Source: an optimization exercise on an open RTL-to-GDS flow (aim: small area, a short achievable clock period and few clock cycles per item). Production flows keep margins and buffers that such runs may drop. In this exercise RTL edits were held to simulation tests only and were not proved equivalent to the original.

**flow/run.sh**
```bash
#!/bin/bash
# synth_recipe.tcl (not shown) runs the flow's synth.tcl, then flattens the netlist and writes it again
# the make line also repeats each setting of config.mk as NAME=value (left out here)
make -C /OpenROAD-flow-scripts/flow DESIGN_CONFIG=/design/flow/config.mk WORK_HOME=/design/flow/orfs CLKGATE_MAP_FILE= SYNTH_SCRIPT=/design/flow/synth_recipe.tcl finish
```
**flow/config.mk**
```make
export PLATFORM = sky130hd
export DESIGN_NAME = binaural_chord_tone_mixer_unit
export DESIGN_NICKNAME = binaural_chord_tone_mixer_unit
export VERILOG_FILES = /design/flow/design.v
export SDC_FILE = /design/flow/constraint.sdc
export NUM_CORES = 4
export LEC_CHECK = 0
export CAP_MARGIN = 20
export CORE_MARGIN = 2
export CORE_UTILIZATION = 45
export SETUP_SLACK_MARGIN = 5
export SLEW_MARGIN = 20
export SYNTH_MEMORY_MAX_BITS = 32768
```
**flow/constraint.sdc**
```tcl
create_clock -name core_clock -period 10.0 [get_ports {clock}]
set_input_delay 2.0000 -clock core_clock [delete_from_list [all_inputs] [get_ports {clock}]]
set_output_delay 2.0000 -clock core_clock [all_outputs]
set_load 0.01 [all_outputs]
```
**flow/design.v**
```verilog
   localparam logic [3:0] MAX_CHORD = 4'd11;
   localparam logic signed [31:0] MIX_BIAS  = 32'sd335221755;
   localparam logic signed [31:0] DIV_LIMIT = 32'sd670433280;   
   localparam logic [1:0] CSR_RIVER_GAIN   = 2'd0;
   localparam logic [1:0] CSR_TONE_GAIN    = 2'd1;
   localparam logic [1:0] CSR_CHORD_SELECT = 2'd2;
   localparam logic [23:0] PAIRS_M1_TAB = {2'd0, 2'd2, 2'd2, 2'd3, 2'd0, 2'd1,
                                           2'd3, 2'd2, 2'd0, 2'd0, 2'd0, 2'd0};
module bctm_mac_unit
(
   input  logic signed [18:0] tone_sum,
   input  logic        [17:0] tg_digits,    
   input  logic signed [31:0] river,        
   output logic signed [31:0] w
);
   localparam logic [3:0] MAX_CHORD = 4'd11;
   localparam logic signed [31:0] MIX_BIAS  = 32'sd335221755;
   localparam logic signed [31:0] DIV_LIMIT = 32'sd670433280;   
   localparam logic [1:0] CSR_RIVER_GAIN   = 2'd0;
   localparam logic [1:0] CSR_TONE_GAIN    = 2'd1;
   localparam logic [1:0] CSR_CHORD_SELECT = 2'd2;
   localparam logic [23:0] PAIRS_M1_TAB = {2'd0, 2'd2, 2'd2, 2'd3, 2'd0, 2'd1,
                                           2'd3, 2'd2, 2'd0, 2'd0, 2'd0, 2'd0};
   localparam logic [31:0] KT = 32'd1365 << 19;    
   logic [31:0] rows [6];
   logic [31:0] negs_t;
   always_comb begin
      negs_t = 32'd0;
      for (int i = 0; i < 6; i++) begin
         logic [19:0] m;
         logic [19:0] r;
         m = ({20{tg_digits[3*i]}} & {tone_sum[18], tone_sum}) |
             ({20{tg_digits[3*i+1]}} & {tone_sum, 1'b0});
         r = m ^ {20{tg_digits[3*i+2]}};
         rows[i] = 32'({~r[19], r[18:0]}) << (2 * i);
         negs_t[2*i] = tg_digits[3*i+2];
      end
   end
   always_comb begin
      w = river - KT + negs_t;
      for (int i = 0; i < 6; i++) begin
         w = w + rows[i];
      end
   end
endmodule
module bctm_river_unit
(
   input  logic signed [15:0] x,
   input  logic        [23:0] rg_digits,
   output logic signed [31:0] river
);
   localparam logic [3:0] MAX_CHORD = 4'd11;
   localparam logic signed [31:0] MIX_BIAS  = 32'sd335221755;
   localparam logic signed [31:0] DIV_LIMIT = 32'sd670433280;   
   localparam logic [1:0] CSR_RIVER_GAIN   = 2'd0;
   localparam logic [1:0] CSR_TONE_GAIN    = 2'd1;
   localparam logic [1:0] CSR_CHORD_SELECT = 2'd2;
   localparam logic [23:0] PAIRS_M1_TAB = {2'd0, 2'd2, 2'd2, 2'd3, 2'd0, 2'd1,
                                           2'd3, 2'd2, 2'd0, 2'd0, 2'd0, 2'd0};
   localparam logic [31:0] KR = 32'd21845 << 16;   
   localparam logic [31:0] K  = MIX_BIAS - KR;
   logic [31:0] rows [8];
   logic [31:0] negs_r;
   always_comb begin
      negs_r = 32'd0;
      for (int i = 0; i < 8; i++) begin
         logic [16:0] m;
         logic [16:0] r;
         m = ({17{rg_digits[3*i]}} & {x[15], x}) |
             ({17{rg_digits[3*i+1]}} & {x, 1'b0});
         r = m ^ {17{rg_digits[3*i+2]}};
         rows[i] = 32'({~r[16], r[15:0]}) << (2 * i);
         negs_r[2*i] = rg_digits[3*i+2];
      end
   end
   always_comb begin
      river = K + negs_r;
      for (int i = 0; i < 8; i++) begin
         river = river + rows[i];
      end
   end
endmodule
module bctm_booth_enc
#(
   parameter int W = 10,
   parameter int D = 6
) (
   input  logic [W-1:0]   y,
   output logic [3*D-1:0] digits
);
   logic [2*D:0] t;    
   assign t = (2*D+1)'({y, 1'b0});
   always_comb begin
      for (int i = 0; i < D; i++) begin
         digits[3*i]   = t[2*i+1] ^ t[2*i];
         digits[3*i+1] = (t[2*i+2] & ~t[2*i+1] & ~t[2*i]) | (~t[2*i+2] & t[2*i+1] & t[2*i]);
         digits[3*i+2] = t[2*i+2];
      end
   end
endmodule
module bctm_div_step1
(
   input  logic signed [31:0] w,
   output logic               low,     
   output logic               high,    
   output logic [36:0]        z
);
   localparam logic [3:0] MAX_CHORD = 4'd11;
   localparam logic signed [31:0] MIX_BIAS  = 32'sd335221755;
   localparam logic signed [31:0] DIV_LIMIT = 32'sd670433280;   
   localparam logic [1:0] CSR_RIVER_GAIN   = 2'd0;
   localparam logic [1:0] CSR_TONE_GAIN    = 2'd1;
   localparam logic [1:0] CSR_CHORD_SELECT = 2'd2;
   localparam logic [23:0] PAIRS_M1_TAB = {2'd0, 2'd2, 2'd2, 2'd3, 2'd0, 2'd1,
                                           2'd3, 2'd2, 2'd0, 2'd0, 2'd0, 2'd0};
   logic [36:0] wc;
   assign wc   = {7'd0, w[29:0]};
   assign low  = w[31];
   assign high = !w[31] && (w >= DIV_LIMIT);
   assign z    = wc + (wc << 2) + (wc << 3) + (wc << 6) + (wc << 7);
endmodule
module bctm_div_step2
(
   input  logic        low,
   input  logic        high,
   input  logic [36:0] z,
   output logic [15:0] result
);
   logic [15:0] a;
   logic [21:0] t;
   logic [15:0] q;
   assign a = z[36:21];
   assign t = {5'd0, a, 1'b0} + {1'b0, z[20:0]} + 22'd2;
   always_comb begin
      if (low) begin
         q = 16'd0;
      end else if (high) begin
         q = 16'hffff;
      end else begin
         q = a + {15'd0, t[21]};
      end
   end
   assign result = {~q[15], q[14:0]};
endmodule
module bctm_inc_rom
#(
   parameter bit RIGHT = 1'b0,
   parameter bit ODD   = 1'b0
) (
   input  logic [3:0]  chord,
   input  logic [1:0]  pair,
   output logic [34:0] digits     
);
   function automatic logic [18:0] inc_left_even(input logic [5:0] k);
      case (k)
         {4'd0, 2'd0}: inc_left_even = 19'h1bdd3;
         {4'd1, 2'd0}: inc_left_even = 19'h1bdd3;
         {4'd2, 2'd0}: inc_left_even = 19'h0dee9;
         {4'd3, 2'd0}: inc_left_even = 19'h0dee9;
         {4'd4, 2'd0}: inc_left_even = 19'h08312;
         {4'd4, 2'd1}: inc_left_even = 19'h28f5c;
         {4'd4, 2'd2}: inc_left_even = 19'h41893;
         {4'd5, 2'd0}: inc_left_even = 19'h19483;
         {4'd5, 2'd1}: inc_left_even = 19'h27216;
         {4'd5, 2'd2}: inc_left_even = 19'h22222;
         {4'd5, 2'd3}: inc_left_even = 19'h1b76f;
         {4'd6, 2'd0}: inc_left_even = 19'h0a378;
         {4'd6, 2'd1}: inc_left_even = 19'h2526e;
         {4'd7, 2'd0}: inc_left_even = 19'h093dd;
         {4'd8, 2'd0}: inc_left_even = 19'h0949c;
         {4'd8, 2'd1}: inc_left_even = 19'h17385;
         {4'd8, 2'd2}: inc_left_even = 19'h2526e;
         {4'd8, 2'd3}: inc_left_even = 19'h37ba5;
         {4'd9, 2'd0}: inc_left_even = 19'h04a4e;
         {4'd9, 2'd1}: inc_left_even = 19'h2eb7f;
         {4'd9, 2'd2}: inc_left_even = 19'h45a8f;
         {4'd10, 2'd0}: inc_left_even = 19'h12937;
         {4'd10, 2'd1}: inc_left_even = 19'h1bdd3;
         {4'd10, 2'd2}: inc_left_even = 19'h45a8f;
         {4'd11, 2'd0}: inc_left_even = 19'h1c9b6;
         default: inc_left_even = 19'd0;
      endcase
   endfunction
   function automatic logic [18:0] inc_left_odd(input logic [5:0] k);
      case (k)
         {4'd4, 2'd0}: inc_left_odd = 19'h10625;
         {4'd4, 2'd1}: inc_left_odd = 19'h3126f;
         {4'd4, 2'd2}: inc_left_odd = 19'h51eb8;
         {4'd5, 2'd0}: inc_left_odd = 19'h1ed61;
         {4'd5, 2'd1}: inc_left_odd = 19'h1ae12;
         {4'd5, 2'd2}: inc_left_odd = 19'h290d9;
         {4'd5, 2'd3}: inc_left_odd = 19'h26847;
         {4'd6, 2'd0}: inc_left_odd = 19'h17385;
         {4'd7, 2'd0}: inc_left_odd = 19'h12d3a;
         {4'd8, 2'd0}: inc_left_odd = 19'h12937;
         {4'd8, 2'd1}: inc_left_odd = 19'h1bdd3;
         {4'd8, 2'd2}: inc_left_odd = 19'h2e70a;
         {4'd9, 2'd0}: inc_left_odd = 19'h2526e;
         {4'd9, 2'd1}: inc_left_odd = 19'h37ba5;
         {4'd9, 2'd2}: inc_left_odd = 19'h53978;
         {4'd10, 2'd0}: inc_left_odd = 19'h17385;
         {4'd10, 2'd1}: inc_left_odd = 19'h37ba5;
         {4'd10, 2'd2}: inc_left_odd = 19'h53978;
         {4'd11, 2'd0}: inc_left_odd = 19'h2e70a;
         default: inc_left_odd = 19'd0;
      endcase
   endfunction
   function automatic logic [18:0] inc_right_even(input logic [5:0] k);
      case (k)
         {4'd0, 2'd0}: inc_right_even = 19'h1ccaf;
         {4'd1, 2'd0}: inc_right_even = 19'h1d59a;
         {4'd2, 2'd0}: inc_right_even = 19'h0e1e2;
         {4'd3, 2'd0}: inc_right_even = 19'h0e7d4;
         {4'd4, 2'd0}: inc_right_even = 19'h08c6f;
         {4'd4, 2'd1}: inc_right_even = 19'h2b00e;
         {4'd4, 2'd2}: inc_right_even = 19'h4809a;
         {4'd5, 2'd0}: inc_right_even = 19'h1a0e4;
         {4'd5, 2'd1}: inc_right_even = 19'h27d46;
         {4'd5, 2'd2}: inc_right_even = 19'h22d07;
         {4'd5, 2'd3}: inc_right_even = 19'h1c312;
         {4'd6, 2'd0}: inc_right_even = 19'h0af1b;
         {4'd6, 2'd1}: inc_right_even = 19'h28ae7;
         {4'd7, 2'd0}: inc_right_even = 19'h09618;
         {4'd8, 2'd0}: inc_right_even = 19'h096d6;
         {4'd8, 2'd1}: inc_right_even = 19'h17977;
         {4'd8, 2'd2}: inc_right_even = 19'h2614b;
         {4'd8, 2'd3}: inc_right_even = 19'h382c8;
         {4'd9, 2'd0}: inc_right_even = 19'h04b7e;
         {4'd9, 2'd1}: inc_right_even = 19'h2f1bd;
         {4'd9, 2'd2}: inc_right_even = 19'h46081;
         {4'd10, 2'd0}: inc_right_even = 19'h12f29;
         {4'd10, 2'd1}: inc_right_even = 19'h1c3c4;
         {4'd10, 2'd2}: inc_right_even = 19'h47230;
         {4'd11, 2'd0}: inc_right_even = 19'h1de84;
         default: inc_right_even = 19'd0;
      endcase
   endfunction
   function automatic logic [18:0] inc_right_odd(input logic [5:0] k);
      case (k)
         {4'd4, 2'd0}: inc_right_odd = 19'h1108c;
         {4'd4, 2'd1}: inc_right_odd = 19'h3700e;
         {4'd4, 2'd2}: inc_right_odd = 19'h55a2a;
         {4'd5, 2'd0}: inc_right_odd = 19'h1f950;
         {4'd5, 2'd1}: inc_right_odd = 19'h1b9b5;
         {4'd5, 2'd2}: inc_right_odd = 19'h29c7b;
         {4'd5, 2'd3}: inc_right_odd = 19'h273ea;
         {4'd6, 2'd0}: inc_right_odd = 19'h1918f;
         {4'd7, 2'd0}: inc_right_odd = 19'h12f75;
         {4'd8, 2'd0}: inc_right_odd = 19'h12f29;
         {4'd8, 2'd1}: inc_right_odd = 19'h1c3c4;
         {4'd8, 2'd2}: inc_right_odd = 19'h2f60c;
         {4'd9, 2'd0}: inc_right_odd = 19'h25860;
         {4'd9, 2'd1}: inc_right_odd = 19'h38197;
         {4'd9, 2'd2}: inc_right_odd = 19'h53f6a;
         {4'd10, 2'd0}: inc_right_odd = 19'h17977;
         {4'd10, 2'd1}: inc_right_odd = 19'h393b9;
         {4'd10, 2'd2}: inc_right_odd = 19'h5518b;
         {4'd11, 2'd0}: inc_right_odd = 19'h2fd54;
         default: inc_right_odd = 19'd0;
      endcase
   endfunction
   logic [18:0] inc;
   logic [21:0] y;    
   always_comb begin
      case ({RIGHT, ODD})
         2'b00:   inc = inc_left_even({chord, pair});
         2'b01:   inc = inc_left_odd({chord, pair});
         2'b10:   inc = inc_right_even({chord, pair});
         default: inc = inc_right_odd({chord, pair});
      endcase
   end
   assign y = {2'b00, inc, 1'b0};
   always_comb begin
      for (int i = 0; i < 7; i++) begin
         logic [3:0] t;
         t = y[3*i +: 4];
         digits[5*i]   = (t == 4'b0001) || (t == 4'b0010) || (t == 4'b1101) || (t == 4'b1110);
         digits[5*i+1] = (t == 4'b0011) || (t == 4'b0100) || (t == 4'b1011) || (t == 4'b1100);
         digits[5*i+2] = (t == 4'b0101) || (t == 4'b0110) || (t == 4'b1001) || (t == 4'b1010);
         digits[5*i+3] = (t == 4'b0111) || (t == 4'b1000);
         digits[5*i+4] = t[3];
      end
   end
endmodule
module bctm_phase_bank
(
   input  logic [34:0] digits,
   input  logic [23:0] count,
   input  logic [23:0] count3,
   output logic [9:0]  phase_hi
);
   logic [23:0] rows [7];
   logic [23:0] negs;
   logic [23:0] phase;
   always_comb begin
      negs = 24'd0;
      for (int i = 0; i < 7; i++) begin
         logic [23:0] m;
         m = ({24{digits[5*i]}} & count) | ({24{digits[5*i+1]}} & {count[22:0], 1'b0}) |
             ({24{digits[5*i+2]}} & count3) | ({24{digits[5*i+3]}} & {count[21:0], 2'b00});
         rows[i] = (m ^ {24{digits[5*i+4]}}) << (3 * i);
         negs[3*i] = digits[5*i+4];
      end
   end
   always_comb begin
      phase = negs;
      for (int i = 0; i < 7; i++) begin
         phase = phase + rows[i];
      end
   end
   assign phase_hi = phase[23:14];
endmodule
module bctm_sine_rom
(
   input  logic [9:0]  addr,
   output logic [14:0] mag,      
   output logic        neg       
);
   function automatic logic [14:0] quarter(input logic [7:0] u);
      case (u)
         8'd0: quarter = 15'd0;
         8'd1: quarter = 15'd201;
         8'd2: quarter = 15'd402;
         8'd3: quarter = 15'd603;
         8'd4: quarter = 15'd804;
         8'd5: quarter = 15'd1005;
         8'd6: quarter = 15'd1206;
         8'd7: quarter = 15'd1407;
         8'd8: quarter = 15'd1608;
         8'd9: quarter = 15'd1809;
         8'd10: quarter = 15'd2009;
         8'd11: quarter = 15'd2210;
         8'd12: quarter = 15'd2411;
         8'd13: quarter = 15'd2611;
         8'd14: quarter = 15'd2811;
         8'd15: quarter = 15'd3012;
         8'd16: quarter = 15'd3212;
         8'd17: quarter = 15'd3412;
         8'd18: quarter = 15'd3612;
         8'd19: quarter = 15'd3812;
         8'd20: quarter = 15'd4011;
         8'd21: quarter = 15'd4211;
         8'd22: quarter = 15'd4410;
         8'd23: quarter = 15'd4609;
         8'd24: quarter = 15'd4808;
         8'd25: quarter = 15'd5007;
         8'd26: quarter = 15'd5206;
         8'd27: quarter = 15'd5404;
         8'd28: quarter = 15'd5602;
         8'd29: quarter = 15'd5800;
         8'd30: quarter = 15'd5998;
         8'd31: quarter = 15'd6196;
         8'd32: quarter = 15'd6393;
         8'd33: quarter = 15'd6590;
         8'd34: quarter = 15'd6787;
         8'd35: quarter = 15'd6984;
         8'd36: quarter = 15'd7180;
         8'd37: quarter = 15'd7376;
         8'd38: quarter = 15'd7572;
         8'd39: quarter = 15'd7767;
         8'd40: quarter = 15'd7962;
         8'd41: quarter = 15'd8157;
         8'd42: quarter = 15'd8352;
         8'd43: quarter = 15'd8546;
         8'd44: quarter = 15'd8740;
         8'd45: quarter = 15'd8934;
         8'd46: quarter = 15'd9127;
         8'd47: quarter = 15'd9320;
         8'd48: quarter = 15'd9513;
         8'd49: quarter = 15'd9705;
         8'd50: quarter = 15'd9897;
         8'd51: quarter = 15'd10089;
         8'd52: quarter = 15'd10280;
         8'd53: quarter = 15'd10471;
         8'd54: quarter = 15'd10661;
         8'd55: quarter = 15'd10851;
         8'd56: quarter = 15'd11041;
         8'd57: quarter = 15'd11230;
         8'd58: quarter = 15'd11418;
         8'd59: quarter = 15'd11607;
         8'd60: quarter = 15'd11795;
         8'd61: quarter = 15'd11982;
         8'd62: quarter = 15'd12169;
         8'd63: quarter = 15'd12356;
         8'd64: quarter = 15'd12542;
         8'd65: quarter = 15'd12727;
         8'd66: quarter = 15'd12912;
         8'd67: quarter = 15'd13097;
         8'd68: quarter = 15'd13281;
         8'd69: quarter = 15'd13465;
         8'd70: quarter = 15'd13648;
         8'd71: quarter = 15'd13831;
         8'd72: quarter = 15'd14013;
         8'd73: quarter = 15'd14194;
         8'd74: quarter = 15'd14375;
         8'd75: quarter = 15'd14556;
         8'd76: quarter = 15'd14736;
         8'd77: quarter = 15'd14915;
         8'd78: quarter = 15'd15094;
         8'd79: quarter = 15'd15273;
         8'd80: quarter = 15'd15450;
         8'd81: quarter = 15'd15627;
         8'd82: quarter = 15'd15804;
         8'd83: quarter = 15'd15980;
         8'd84: quarter = 15'd16155;
         8'd85: quarter = 15'd16330;
         8'd86: quarter = 15'd16504;
         8'd87: quarter = 15'd16678;
         8'd88: quarter = 15'd16851;
         8'd89: quarter = 15'd17023;
         8'd90: quarter = 15'd17195;
         8'd91: quarter = 15'd17365;
         8'd92: quarter = 15'd17536;
         8'd93: quarter = 15'd17705;
         8'd94: quarter = 15'd17874;
         8'd95: quarter = 15'd18043;
         8'd96: quarter = 15'd18210;
         8'd97: quarter = 15'd18377;
         8'd98: quarter = 15'd18544;
         8'd99: quarter = 15'd18709;
         8'd100: quarter = 15'd18874;
         8'd101: quarter = 15'd19038;
         8'd102: quarter = 15'd19202;
         8'd103: quarter = 15'd19365;
         8'd104: quarter = 15'd19527;
         8'd105: quarter = 15'd19688;
         8'd106: quarter = 15'd19848;
         8'd107: quarter = 15'd20008;
         8'd108: quarter = 15'd20167;
         8'd109: quarter = 15'd20325;
         8'd110: quarter = 15'd20483;
         8'd111: quarter = 15'd20640;
         8'd112: quarter = 15'd20796;
         8'd113: quarter = 15'd20951;
         8'd114: quarter = 15'd21105;
         8'd115: quarter = 15'd21259;
         8'd116: quarter = 15'd21412;
         8'd117: quarter = 15'd21564;
         8'd118: quarter = 15'd21715;
         8'd119: quarter = 15'd21865;
         8'd120: quarter = 15'd22015;
         8'd121: quarter = 15'd22163;
         8'd122: quarter = 15'd22311;
         8'd123: quarter = 15'd22458;
         8'd124: quarter = 15'd22604;
         8'd125: quarter = 15'd22750;
         8'd126: quarter = 15'd22894;
         8'd127: quarter = 15'd23038;
         8'd128: quarter = 15'd23180;
         8'd129: quarter = 15'd23322;
         8'd130: quarter = 15'd23463;
         8'd131: quarter = 15'd23603;
         8'd132: quarter = 15'd23743;
         8'd133: quarter = 15'd23881;
         8'd134: quarter = 15'd24018;
         8'd135: quarter = 15'd24155;
         8'd136: quarter = 15'd24290;
         8'd137: quarter = 15'd24425;
         8'd138: quarter = 15'd24559;
         8'd139: quarter = 15'd24692;
         8'd140: quarter = 15'd24824;
         8'd141: quarter = 15'd24955;
         8'd142: quarter = 15'd25085;
         8'd143: quarter = 15'd25214;
         8'd144: quarter = 15'd25342;
         8'd145: quarter = 15'd25469;
         8'd146: quarter = 15'd25595;
         8'd147: quarter = 15'd25720;
         8'd148: quarter = 15'd25845;
         8'd149: quarter = 15'd25968;
         8'd150: quarter = 15'd26090;
         8'd151: quarter = 15'd26212;
         8'd152: quarter = 15'd26332;
         8'd153: quarter = 15'd26451;
         8'd154: quarter = 15'd26570;
         8'd155: quarter = 15'd26687;
         8'd156: quarter = 15'd26803;
         8'd157: quarter = 15'd26919;
         8'd158: quarter = 15'd27033;
         8'd159: quarter = 15'd27146;
         8'd160: quarter = 15'd27258;
         8'd161: quarter = 15'd27370;
         8'd162: quarter = 15'd27480;
         8'd163: quarter = 15'd27589;
         8'd164: quarter = 15'd27697;
         8'd165: quarter = 15'd27804;
         8'd166: quarter = 15'd27910;
         8'd167: quarter = 15'd28015;
         8'd168: quarter = 15'd28119;
         8'd169: quarter = 15'd28222;
         8'd170: quarter = 15'd28324;
         8'd171: quarter = 15'd28424;
         8'd172: quarter = 15'd28524;
         8'd173: quarter = 15'd28622;
         8'd174: quarter = 15'd28720;
         8'd175: quarter = 15'd28816;
         8'd176: quarter = 15'd28912;
         8'd177: quarter = 15'd29006;
         8'd178: quarter = 15'd29099;
         8'd179: quarter = 15'd29191;
         8'd180: quarter = 15'd29282;
         8'd181: quarter = 15'd29371;
         8'd182: quarter = 15'd29460;
         8'd183: quarter = 15'd29548;
         8'd184: quarter = 15'd29634;
         8'd185: quarter = 15'd29719;
         8'd186: quarter = 15'd29804;
         8'd187: quarter = 15'd29887;
         8'd188: quarter = 15'd29969;
         8'd189: quarter = 15'd30049;
         8'd190: quarter = 15'd30129;
         8'd191: quarter = 15'd30208;
         8'd192: quarter = 15'd30285;
         8'd193: quarter = 15'd30361;
         8'd194: quarter = 15'd30436;
         8'd195: quarter = 15'd30510;
         8'd196: quarter = 15'd30583;
         8'd197: quarter = 15'd30655;
         8'd198: quarter = 15'd30725;
         8'd199: quarter = 15'd30795;
         8'd200: quarter = 15'd30863;
         8'd201: quarter = 15'd30930;
         8'd202: quarter = 15'd30995;
         8'd203: quarter = 15'd31060;
         8'd204: quarter = 15'd31124;
         8'd205: quarter = 15'd31186;
         8'd206: quarter = 15'd31247;
         8'd207: quarter = 15'd31307;
         8'd208: quarter = 15'd31366;
         8'd209: quarter = 15'd31423;
         8'd210: quarter = 15'd31480;
         8'd211: quarter = 15'd31535;
         8'd212: quarter = 15'd31589;
         8'd213: quarter = 15'd31642;
         8'd214: quarter = 15'd31693;
         8'd215: quarter = 15'd31744;
         8'd216: quarter = 15'd31793;
         8'd217: quarter = 15'd31841;
         8'd218: quarter = 15'd31888;
         8'd219: quarter = 15'd31933;
         8'd220: quarter = 15'd31978;
         8'd221: quarter = 15'd32021;
         8'd222: quarter = 15'd32063;
         8'd223: quarter = 15'd32104;
         8'd224: quarter = 15'd32144;
         8'd225: quarter = 15'd32182;
         8'd226: quarter = 15'd32219;
         8'd227: quarter = 15'd32255;
         8'd228: quarter = 15'd32290;
         8'd229: quarter = 15'd32323;
         8'd230: quarter = 15'd32356;
         8'd231: quarter = 15'd32387;
         8'd232: quarter = 15'd32417;
         8'd233: quarter = 15'd32445;
         8'd234: quarter = 15'd32473;
         8'd235: quarter = 15'd32499;
         8'd236: quarter = 15'd32524;
         8'd237: quarter = 15'd32548;
         8'd238: quarter = 15'd32570;
         8'd239: quarter = 15'd32592;
         8'd240: quarter = 15'd32612;
         8'd241: quarter = 15'd32631;
         8'd242: quarter = 15'd32648;
         8'd243: quarter = 15'd32665;
         8'd244: quarter = 15'd32680;
         8'd245: quarter = 15'd32694;
         8'd246: quarter = 15'd32707;
         8'd247: quarter = 15'd32719;
         8'd248: quarter = 15'd32729;
         8'd249: quarter = 15'd32738;
         8'd250: quarter = 15'd32746;
         8'd251: quarter = 15'd32753;
         8'd252: quarter = 15'd32758;
         8'd253: quarter = 15'd32763;
         8'd254: quarter = 15'd32766;
         8'd255: quarter = 15'd32767;
         default: quarter = 15'd0;
      endcase
   endfunction
   logic [7:0] u;
   assign u   = addr[8] ? (8'd0 - addr[7:0]) : addr[7:0];
   assign mag = (addr[8] && addr[7:0] == 8'd0) ? 15'd32767 : quarter(u);
   assign neg = addr[9];
endmodule
module binaural_chord_tone_mixer_unit
(
   input  logic                clock,
   input  logic                reset,
   input  logic                req_valid,
   output logic                req_stall,
   input  logic [32:0]         req_payload,   
   output logic                rsp_valid,
   input  logic                rsp_stall,
   output logic [31:0]         rsp_payload,   
   input  logic                csr_wr_en,
   input  logic [1:0]          csr_index,
   input  logic [9:0]          csr_wr_data
);
   localparam logic [3:0] MAX_CHORD = 4'd11;
   localparam logic signed [31:0] MIX_BIAS  = 32'sd335221755;
   localparam logic signed [31:0] DIV_LIMIT = 32'sd670433280;   
   localparam logic [1:0] CSR_RIVER_GAIN   = 2'd0;
   localparam logic [1:0] CSR_TONE_GAIN    = 2'd1;
   localparam logic [1:0] CSR_CHORD_SELECT = 2'd2;
   localparam logic [23:0] PAIRS_M1_TAB = {2'd0, 2'd2, 2'd2, 2'd3, 2'd0, 2'd1,
                                           2'd3, 2'd2, 2'd0, 2'd0, 2'd0, 2'd0};
   localparam int OUT_DEPTH = 5;
   localparam int QW = $clog2(OUT_DEPTH);
   localparam int OW = $clog2(OUT_DEPTH + 1);
   logic [17:0] tg_digits_ff;
   logic [23:0] rg_digits_ff;
   logic [3:0]  chord_ff;
   logic [17:0] tg_digits_wr;
   logic [23:0] rg_digits_wr;
   logic [13:0] rg10_wr;
   assign rg10_wr = {1'b0, csr_wr_data, 3'b000} + {3'b000, csr_wr_data, 1'b0};
   bctm_booth_enc #(.W(10), .D(6)) u_tg_enc (.y (csr_wr_data), .digits (tg_digits_wr));
   bctm_booth_enc #(.W(14), .D(8)) u_rg_enc (.y (rg10_wr), .digits (rg_digits_wr));
   localparam logic [17:0] TG_RESET = 18'o160000;
   localparam logic [23:0] RG_RESET = 24'o01100000;
   always_ff @(posedge clock) begin
      if (reset) begin
         rg_digits_ff <= RG_RESET;
         tg_digits_ff <= TG_RESET;
         chord_ff     <= 4'd0;
      end else if (csr_wr_en) begin
         case (csr_index)
            CSR_RIVER_GAIN:   rg_digits_ff <= rg_digits_wr;
            CSR_TONE_GAIN:    tg_digits_ff <= tg_digits_wr;
            CSR_CHORD_SELECT: chord_ff     <= (csr_wr_data[3:0] > MAX_CHORD) ? MAX_CHORD : csr_wr_data[3:0];
            default: begin
            end
         endcase
      end
   end
   logic          ready_ff;         
   logic          busy_ff;
   logic [1:0]    cyc_ff;
   logic [1:0]    pairs_m1_ff;
   logic [1:0]    cycles_m1_ff;
   logic [3:0]    seq_chord_ff;
   logic [23:0]   count_ff;
   logic [23:0]   count3_ff;
   logic          cnt_wr_ff;        
   logic [31:0]   seq_x_ff;         
   logic [34:0]   dig_l0_ff, dig_l1_ff, dig_r0_ff, dig_r1_ff;
   logic [OW-1:0] outstanding_ff;
   logic [23:0]   cnt_mem [12];
   logic [11:0]   cnt_vld_ff;
   logic          load;
   logic          seq_last;
   logic          busy_nx;
   logic [1:0]    cyc_nx;
   logic [1:0]    cycles_m1_nx;
   logic          deliver;
   logic [OW-1:0] outstanding_nx;
   logic [1:0]    chord_pairs_m1;
   logic [1:0]    chord_cycles_m1;
   logic [3:0]    rom_chord;
   logic [1:0]    rom_pair;
   logic [34:0]   dig_l0, dig_l1, dig_r0, dig_r1;
   logic [23:0]   count_rd;
   assign load      = req_valid && ready_ff;
   assign seq_last  = (cyc_ff == cycles_m1_ff);
   assign req_stall = !ready_ff;
   assign chord_pairs_m1  = PAIRS_M1_TAB[2*chord_ff +: 2];
   assign chord_cycles_m1 = (chord_pairs_m1 == 2'd0) ? 2'd1 : chord_pairs_m1;
   always_comb begin
      busy_nx      = busy_ff;
      cyc_nx       = cyc_ff;
      cycles_m1_nx = cycles_m1_ff;
      if (load) begin
         busy_nx      = 1'b1;
         cyc_nx       = 2'd0;
         cycles_m1_nx = chord_cycles_m1;
      end else if (busy_ff) begin
         busy_nx = !seq_last;
         cyc_nx  = cyc_ff + 2'd1;
      end
      outstanding_nx = outstanding_ff + OW'(load) - OW'(deliver);
   end
   always_ff @(posedge clock) begin
      if (reset) begin
         ready_ff       <= 1'b1;
         busy_ff        <= 1'b0;
         cyc_ff         <= 2'd0;
         cycles_m1_ff   <= 2'd1;
         cnt_wr_ff      <= 1'b0;
         outstanding_ff <= '0;
         cnt_vld_ff     <= 12'd0;
      end else begin
         busy_ff        <= busy_nx;
         cyc_ff         <= cyc_nx;
         cycles_m1_ff   <= cycles_m1_nx;
         cnt_wr_ff      <= load;
         outstanding_ff <= outstanding_nx;
         ready_ff       <= (!busy_nx || cyc_nx == cycles_m1_nx) && (outstanding_nx < OW'(OUT_DEPTH));
         if (cnt_wr_ff) begin
            cnt_vld_ff[seq_chord_ff] <= 1'b1;
         end
      end
   end
   assign rom_chord = ready_ff ? chord_ff : seq_chord_ff;
   assign rom_pair  = ready_ff ? 2'd0 : cyc_ff + 2'd1;
   bctm_inc_rom #(.RIGHT(1'b0), .ODD(1'b0)) u_inc_l0 (.chord (rom_chord), .pair (rom_pair), .digits (dig_l0));
   bctm_inc_rom #(.RIGHT(1'b0), .ODD(1'b1)) u_inc_l1 (.chord (rom_chord), .pair (rom_pair), .digits (dig_l1));
   bctm_inc_rom #(.RIGHT(1'b1), .ODD(1'b0)) u_inc_r0 (.chord (rom_chord), .pair (rom_pair), .digits (dig_r0));
   bctm_inc_rom #(.RIGHT(1'b1), .ODD(1'b1)) u_inc_r1 (.chord (rom_chord), .pair (rom_pair), .digits (dig_r1));
   assign count_rd = cnt_vld_ff[chord_ff] ? cnt_mem[chord_ff] : 24'd0;
   always_ff @(posedge clock) begin
      if (ready_ff) begin
         seq_chord_ff <= chord_ff;
         pairs_m1_ff  <= chord_pairs_m1;
         count_ff     <= count_rd;
         count3_ff    <= count_rd + {count_rd[22:0], 1'b0};
         seq_x_ff     <= req_payload[0] ? req_payload[32:1] : 32'd0;
      end
      dig_l0_ff <= dig_l0;
      dig_l1_ff <= dig_l1;
      dig_r0_ff <= dig_r0;
      dig_r1_ff <= dig_r1;
      if (cnt_wr_ff) begin
         cnt_mem[seq_chord_ff] <= count_ff + 24'd1;
      end
   end
   logic        t1_v_ff, t1_first_ff, t1_last_ff;
   logic [9:0]  ph_l0_ff, ph_l1_ff, ph_r0_ff, ph_r1_ff;
   logic [9:0]  ph_l0, ph_l1, ph_r0, ph_r1;
   logic [31:0] t1_x_ff;
   logic        issue, issue_last;
   assign issue      = busy_ff && (cyc_ff <= pairs_m1_ff);
   assign issue_last = busy_ff && (cyc_ff == pairs_m1_ff);
   bctm_phase_bank u_phase_l0 (.digits (dig_l0_ff), .count (count_ff), .count3 (count3_ff), .phase_hi (ph_l0));
   bctm_phase_bank u_phase_l1 (.digits (dig_l1_ff), .count (count_ff), .count3 (count3_ff), .phase_hi (ph_l1));
   bctm_phase_bank u_phase_r0 (.digits (dig_r0_ff), .count (count_ff), .count3 (count3_ff), .phase_hi (ph_r0));
   bctm_phase_bank u_phase_r1 (.digits (dig_r1_ff), .count (count_ff), .count3 (count3_ff), .phase_hi (ph_r1));
   always_ff @(posedge clock) begin
      if (reset) begin
         t1_v_ff <= 1'b0;
      end else begin
         t1_v_ff <= issue;
      end
      t1_first_ff <= (cyc_ff == 2'd0);
      t1_last_ff  <= issue_last;
      ph_l0_ff    <= ph_l0;
      ph_l1_ff    <= ph_l1;
      ph_r0_ff    <= ph_r0;
      ph_r1_ff    <= ph_r1;
      if (issue_last) begin
         t1_x_ff <= seq_x_ff;
      end
   end
   logic [14:0]        mag_l0, mag_l1, mag_r0, mag_r1;
   logic               neg_l0, neg_l1, neg_r0, neg_r1;
   logic [15:0]        sn_l0_ff, sn_l1_ff, sn_r0_ff, sn_r1_ff;    
   logic               t2_v_ff, t2_first_ff, t2_last_ff;
   logic signed [18:0] acc_l_ff, acc_r_ff;
   logic signed [18:0] sum_l, sum_r;
   bctm_sine_rom u_sine_l0 (.addr (ph_l0_ff), .mag (mag_l0), .neg (neg_l0));
   bctm_sine_rom u_sine_l1 (.addr (ph_l1_ff), .mag (mag_l1), .neg (neg_l1));
   bctm_sine_rom u_sine_r0 (.addr (ph_r0_ff), .mag (mag_r0), .neg (neg_r0));
   bctm_sine_rom u_sine_r1 (.addr (ph_r1_ff), .mag (mag_r1), .neg (neg_r1));
   always_ff @(posedge clock) begin
      if (reset) begin
         t2_v_ff <= 1'b0;
      end else begin
         t2_v_ff <= t1_v_ff;
      end
      t2_first_ff <= t1_first_ff;
      t2_last_ff  <= t1_last_ff;
      sn_l0_ff    <= {neg_l0, mag_l0};
      sn_l1_ff    <= {neg_l1, mag_l1};
      sn_r0_ff    <= {neg_r0, mag_r0};
      sn_r1_ff    <= {neg_r1, mag_r1};
   end
   function automatic logic [18:0] add2(input logic [18:0] acc, input logic [15:0] a, input logic [15:0] b);
      add2 = acc + {{4{a[15]}}, a[14:0] ^ {15{a[15]}}} + {{4{b[15]}}, b[14:0] ^ {15{b[15]}}}
           + {17'd0, a[15] & b[15], a[15] ^ b[15]};
   endfunction
   assign sum_l = add2(t2_first_ff ? 19'd0 : acc_l_ff, sn_l0_ff, sn_l1_ff);
   assign sum_r = add2(t2_first_ff ? 19'd0 : acc_r_ff, sn_r0_ff, sn_r1_ff);
   logic               riv_sel_r_ff;
   logic signed [31:0] river;
   logic signed [31:0] riv_a_ff, riv_b_ff;
   bctm_river_unit u_river (
      .x (riv_sel_r_ff ? t1_x_ff[15:0] : t1_x_ff[31:16]), .rg_digits (rg_digits_ff), .river (river));
   always_ff @(posedge clock) begin
      if (reset) begin
         riv_sel_r_ff <= 1'b0;
      end else begin
         riv_sel_r_ff <= t1_v_ff && t1_last_ff;
      end
      riv_a_ff <= river;
      riv_b_ff <= riv_a_ff;
   end
   logic               right_pend_ff;
   logic signed [18:0] m_s_ff;
   logic               p1_v_ff, p1_right_ff;
   logic signed [31:0] w;
   logic signed [31:0] w_ff;
   logic               p2_v_ff, p2_right_ff;
   logic               p3_v_ff, p3_right_ff;
   logic               low, high, low_ff, high_ff;
   logic [36:0]        z, z_ff;
   logic               left_done;
   assign left_done = t2_v_ff && t2_last_ff;
   always_ff @(posedge clock) begin
      acc_l_ff <= sum_l;
      if (t2_v_ff) begin
         acc_r_ff <= sum_r;
      end
      if (left_done) begin
         m_s_ff <= sum_l;
      end else begin
         m_s_ff <= acc_r_ff;
      end
   end
   bctm_mac_unit u_mac (
      .tone_sum (m_s_ff), .tg_digits (tg_digits_ff), .river (riv_b_ff), .w (w));
   bctm_div_step1 u_div1 (.w (w_ff), .low (low), .high (high), .z (z));
   always_ff @(posedge clock) begin
      if (reset) begin
         right_pend_ff <= 1'b0;
         p1_v_ff       <= 1'b0;
         p2_v_ff       <= 1'b0;
         p3_v_ff       <= 1'b0;
      end else begin
         right_pend_ff <= left_done;
         p1_v_ff       <= left_done || right_pend_ff;
         p2_v_ff       <= p1_v_ff;
         p3_v_ff       <= p2_v_ff;
      end
      p1_right_ff <= right_pend_ff;
      w_ff        <= w;
      p2_right_ff <= p1_right_ff;
      p3_right_ff <= p2_right_ff;
      low_ff      <= low;
      high_ff     <= high;
      z_ff        <= z;
   end
   logic [15:0]   result;
   logic [31:0]   out_q [OUT_DEPTH];
   logic [QW-1:0] wp_ff, rp_ff;
   logic [OW-1:0] full_cnt_ff;
   logic          rsp_valid_ff;
   logic          push;
   logic [OW-1:0] full_cnt_nx;
   bctm_div_step2 u_div2 (.low (low_ff), .high (high_ff), .z (z_ff), .result (result));
   assign push        = p3_v_ff && p3_right_ff;
   assign deliver     = rsp_valid_ff && !rsp_stall;
   assign full_cnt_nx = full_cnt_ff + OW'(push) - OW'(deliver);
   always_ff @(posedge clock) begin
      if (reset) begin
         wp_ff        <= '0;
         rp_ff        <= '0;
         full_cnt_ff  <= '0;
         rsp_valid_ff <= 1'b0;
      end else begin
         if (push) begin
            wp_ff <= (wp_ff == QW'(OUT_DEPTH - 1)) ? '0 : wp_ff + 1'b1;
         end
         if (deliver) begin
            rp_ff <= (rp_ff == QW'(OUT_DEPTH - 1)) ? '0 : rp_ff + 1'b1;
         end
         full_cnt_ff  <= full_cnt_nx;
         rsp_valid_ff <= (full_cnt_nx != '0);
      end
      if (p3_v_ff) begin
         if (p3_right_ff) begin
            out_q[wp_ff][15:0] <= result;
         end else begin
            out_q[wp_ff][31:16] <= result;
         end
      end
   end
   assign rsp_valid   = rsp_valid_ff;
   assign rsp_payload = out_q[rp_ff];
endmodule
```
==> summary.md <==
| Metric | Value |
|---|---|
| DP HPWL | between 200000 and 250000 microns |
| Minimum clock period | 5600 ps |
| Die area | between 200000 and 250000 sq um |
| Core area | 214000 sq um |
| Crit Path Max Fanout | 7 |
| CTS tree | yes |
| Max Slew Vio Count | 0 |
| Global-route wire length before repair | 541000 microns |
| TritonCTS Buffers | 116 |
| Io pins | 84 |
| Clock Latency Late Sink | approximately 800 ps |
| RSZ-0062 raised after global routing | yes |
| Num rows | 170 |
| Largest net degree at the start of global routing | 85 |
| Syn Nets | 11700 |
| Avg Vias per Cell | between 6 and 7 |
| Max Fclk | 0.179 GHz |
| Total Routing Usage GR | 32.2% |
| Clock Sinks | 1071 |
| Setup-failing EPs final | 0 |
| Top cell type's share of synthesized area | 18.0% |
| H-tree depth | 3 |
| Tcrit/Tclk final | 56.0% |
| Netlist cell types | 104 |
| Slowest CP cell | a2111oi_1 |
| Drt pass-1 iters | 9 |
| Number of global-route vias before repair | around 84000 |
| Post-synthesis adder-cell area fraction | roughly 18% |
| Chip height | 468 microns |
| Most frequent cell after synthesis | inv_1 |
| Initial antenna violation count | 15 |
| Post-synthesis sequential area ratio | 28.1% |
| Asr flop ratio synth | 0% |
| CTS root buffer | clkbuf_16 |
| Post-synth EDFFs | 580 |
| Rel. slew slack | between 20% and 30% |
| DR vias | 86400 |
| Cells after Synth | approximately 11000 |
| Min-delay worst type | flop to flop |
| Avg WL per Cell | 27.6 microns |
| DP Worst Slack | between 3000 and 4000 ps |
| Worst slew pin tran | roughly 1200 ps |
| Nets | 11500 |
| Critical Path AT | 6260 ps |
| Clock transition at path regs | approximately 70 ps |
| Layout cells sized above 1 | 14.4% |
| GP Congestion | 0.968 |
| Fin. Hold Viols | 0 |
| Total Wirelength | 365000 microns |
| Width of the die | 468 microns |
| Status | finished clean |
| Setup TNS | 0 ps |
| Simple-Gate Fraction of Synth Area | 10.4% |
| Warning count from the yosys run | 15 |
| Fin worst setup slack | 4400 ps |
| CP required | 10660 ps |
| Startpoint types | flop |
| IO buf count | 83 |
| Worst setup EP type | flop |
| Syn_area_per_cell | 9.20 sq um |
| Crit path largest cell delay | 670 ps |
| Number of antenna-violating nets in the routed design | 0 |
| Max-cap violations | 0 |
| Area contributors post-synth | edfxtp_1 18%, dfxtp_1 10%, fa_1 10%, ha_1 8.3%, xnor2_1 6.2% |
| Post-Syn Area | 96900 sq um |
| GRT overflow | 0 |
| Largest family of logic cells by synthesized area | compound AO/OA/AOI/OAI gates |
| Starting Density | 45.2% |
| Area delta synth->final | 13.5% |
| Reg2Reg Setup Slack | 4400 ps |
| 1st-iter DRT viols | 10600 |
| Clk_skew | 97.0 ps |
| Synth Area in Compound Gates | 22.9% |
| Crit path kind | flop to flop |
| Maximum root-to-sink buffer count | 3 |
| Synth Register Bits | ~1100 |
| Post-Synth XOR/XNOR Area | 9.19% |
| Synth top cells by count | 747 x inv_1, 724 x nor2_1, 699 x clkbuf_1, 683 x xnor2_1, 653 x nand2_1 |
| Worst-path cell chain | ha_1, a2111oi_1, a31oi_4, a31oi_1, o21ai_1, o311ai_1, fa_1, inv_1, fa_1, inv_1, ha_1, a21oi_2, buf_4, nand3b_1, o2111a_1, nand2b_4, a21o_1, a311oi_2 |
| # DRC | 0 |
| Top cell type by total area after synthesis | edfxtp_1 |
| Main flop type after synthesis | edfxtp_1 |
| Post-synthesis mux area share | ~4.2% |
[state kept, by name (all words and copies together) (netlist names), 19 cells and up, named ones only]
register / count
out_q: 160
m_s_ff: 19
rg_digits_ff: 19
t1_x_ff: 32
z_ff: 36
dig_r0_ff: 29
count_ff: 24
dig_r1_ff: 32
acc_l_ff: 19
count3_ff: 23
w_ff: 32
riv_b_ff: 31
seq_x_ff: 32
cnt_mem: 288
dig_l1_ff: 29
riv_a_ff: 31
dig_l0_ff: 32
acc_r_ff: 19
[worst paths after layout]
check,startpoint,endpoint,cells past startpoint
worst min-delay path,ph_r0_ff[9]$_DFF_P_,sn_r0_ff[15]$_DFF_P_,0
worst max register to register,w_ff[14]$_DFF_P_,z_ff[34]$_DFF_P_,18
worst max-delay path,w_ff[14]$_DFF_P_,z_ff[34]$_DFF_P_,18
worst min register to register,ph_r0_ff[9]$_DFF_P_,sn_r0_ff[15]$_DFF_P_,0
[worst max-delay path: cells and delay by family (launching register included)]
kind	cells	cell delay, ps
AOI/OAI and AO/OA	9	2880
adders and majority gates	4	1560
DFF	1	520
buffers and inverters	3	290
and+or+nand+nor	2	250
[repair_timing]
action | 4_1_cts | 5_1_grt
setup buffers | 147 | 87
gates resized for setup | 423 | 279
hold buffers | 0 | 0
hold endpoints to repair | 0 | 0
pin swaps | 147 | 208
gates cloned | 23 | 4
endpoints found under the setup margin | 146 | 152
[final cells by class]
| type | count | area (sq um) |
|---|---|---|
| clock inverter | 68 | 736 |
| tap | 2838 | 3550 |
| clock buffer | 148 | 3240 |
| inverter | 761 | 2880 |
| antenna | 7 | 17.5 |
| fill | 19600 | 104000 |
| multi-input combinational | 7762 | 66400 |
| sequential | 1071 | 27400 |
| timing repair inverter | 1 | 5.00 |
| timing repair buffer | 563 | 5750 |
[kinds of logic (layout without fill, tap and decap cells)]
group                      after synthesis  count (layout)
adders and majority gates             1140            1140
AOI/OAI and AO/OA                     3153            3153
xor gates and xnor gates              1010            1010
buffers and inverters                 1703            1541
DFF                                   1071            1071
and+or+nand+nor                       2205            2205
muxes                                  252             254
other                                    0               7
[stage by stage]
stage               hold WS, ps  utilization, %  area, sq um  cells
floorplan                   310               -        97500  10500
global placement            312            46.7       100000  12700
detailed placement          312            46.7       100000  12700
CTS                         311            50.3       108000  13100
global route                321            51.3       110000  13200
finish                      317            51.3       110000  13200
[cell usage in the layout (no fill, tap or decap), types with 115 or more instances in the layout]
| master | n |
|---|---|
| nor2_1 | 697 |
| o21ai_0 | 508 |
| edfxtp_1 | 580 |
| clkbuf_16 | 124 |
| a221oi_1 | 326 |
| dfxtp_1 | 410 |
| inv_1 | 717 |
| a22o_1 | 361 |
| fa_1 | 468 |
| xor2_1 | 304 |
| a21oi_1 | 558 |
| nand3_1 | 186 |
| nor3_1 | 155 |
| ha_1 | 591 |
| buf_4 | 351 |
| nand2_1 | 645 |
| mux4_2 | 115 |
| xnor2_1 | 645 |
| a22oi_1 | 152 |
[per-layer routing]
| metal | global-route usage [%] | routed length (microns) | vias up |
|---|---|---|---|
| li1 | - | - | 37900 |
| met5 | 0 | 32 | - |
| met1 | 41.4 | 142000 | 42400 |
| met3 | 5.84 | 32700 | 1248 |
| met2 | 50.9 | 165000 | 4956 |
| met4 | 17.9 | 24900 | 4 |
Testbench counts, summed over its fixed seeds: cycles 3,738, frames 1,152.

what the ideal ports hide:
How much do the figures lean on ideal ports? The routed layout below was timed once more, with nothing changed but the port constraints. Step 1 (the two cells are an assumption about what drives the block):
set clk [get_ports {clock}]
set_driving_cell -lib_cell sky130_fd_sc_hd__clkbuf_16 $clk
set_driving_cell -lib_cell sky130_fd_sc_hd__buf_2 [delete_from_list [all_inputs] $clk]
Step 2, shift: input delay + t, output delay - t, t = (earliest + latest rising clock arrival at the registers) / 2. This alone moves slack from input paths to output paths. Three values: ideal, step 1, step 2; two values: the first two.
t (ns): 0.872
setup slack, ns: 4.400 / 4.400 / 4.400
worst setup path at the end: register to register
clock arrival spread, ns: 0.116 / 0.116
worst register clock-pin slew, ns: 0.08 / 0.08
After both steps setup and hold are still met in this run. For this run, drivers alone change the setup slack by 0.000 ns; drivers and shift together by 0.000 ns.
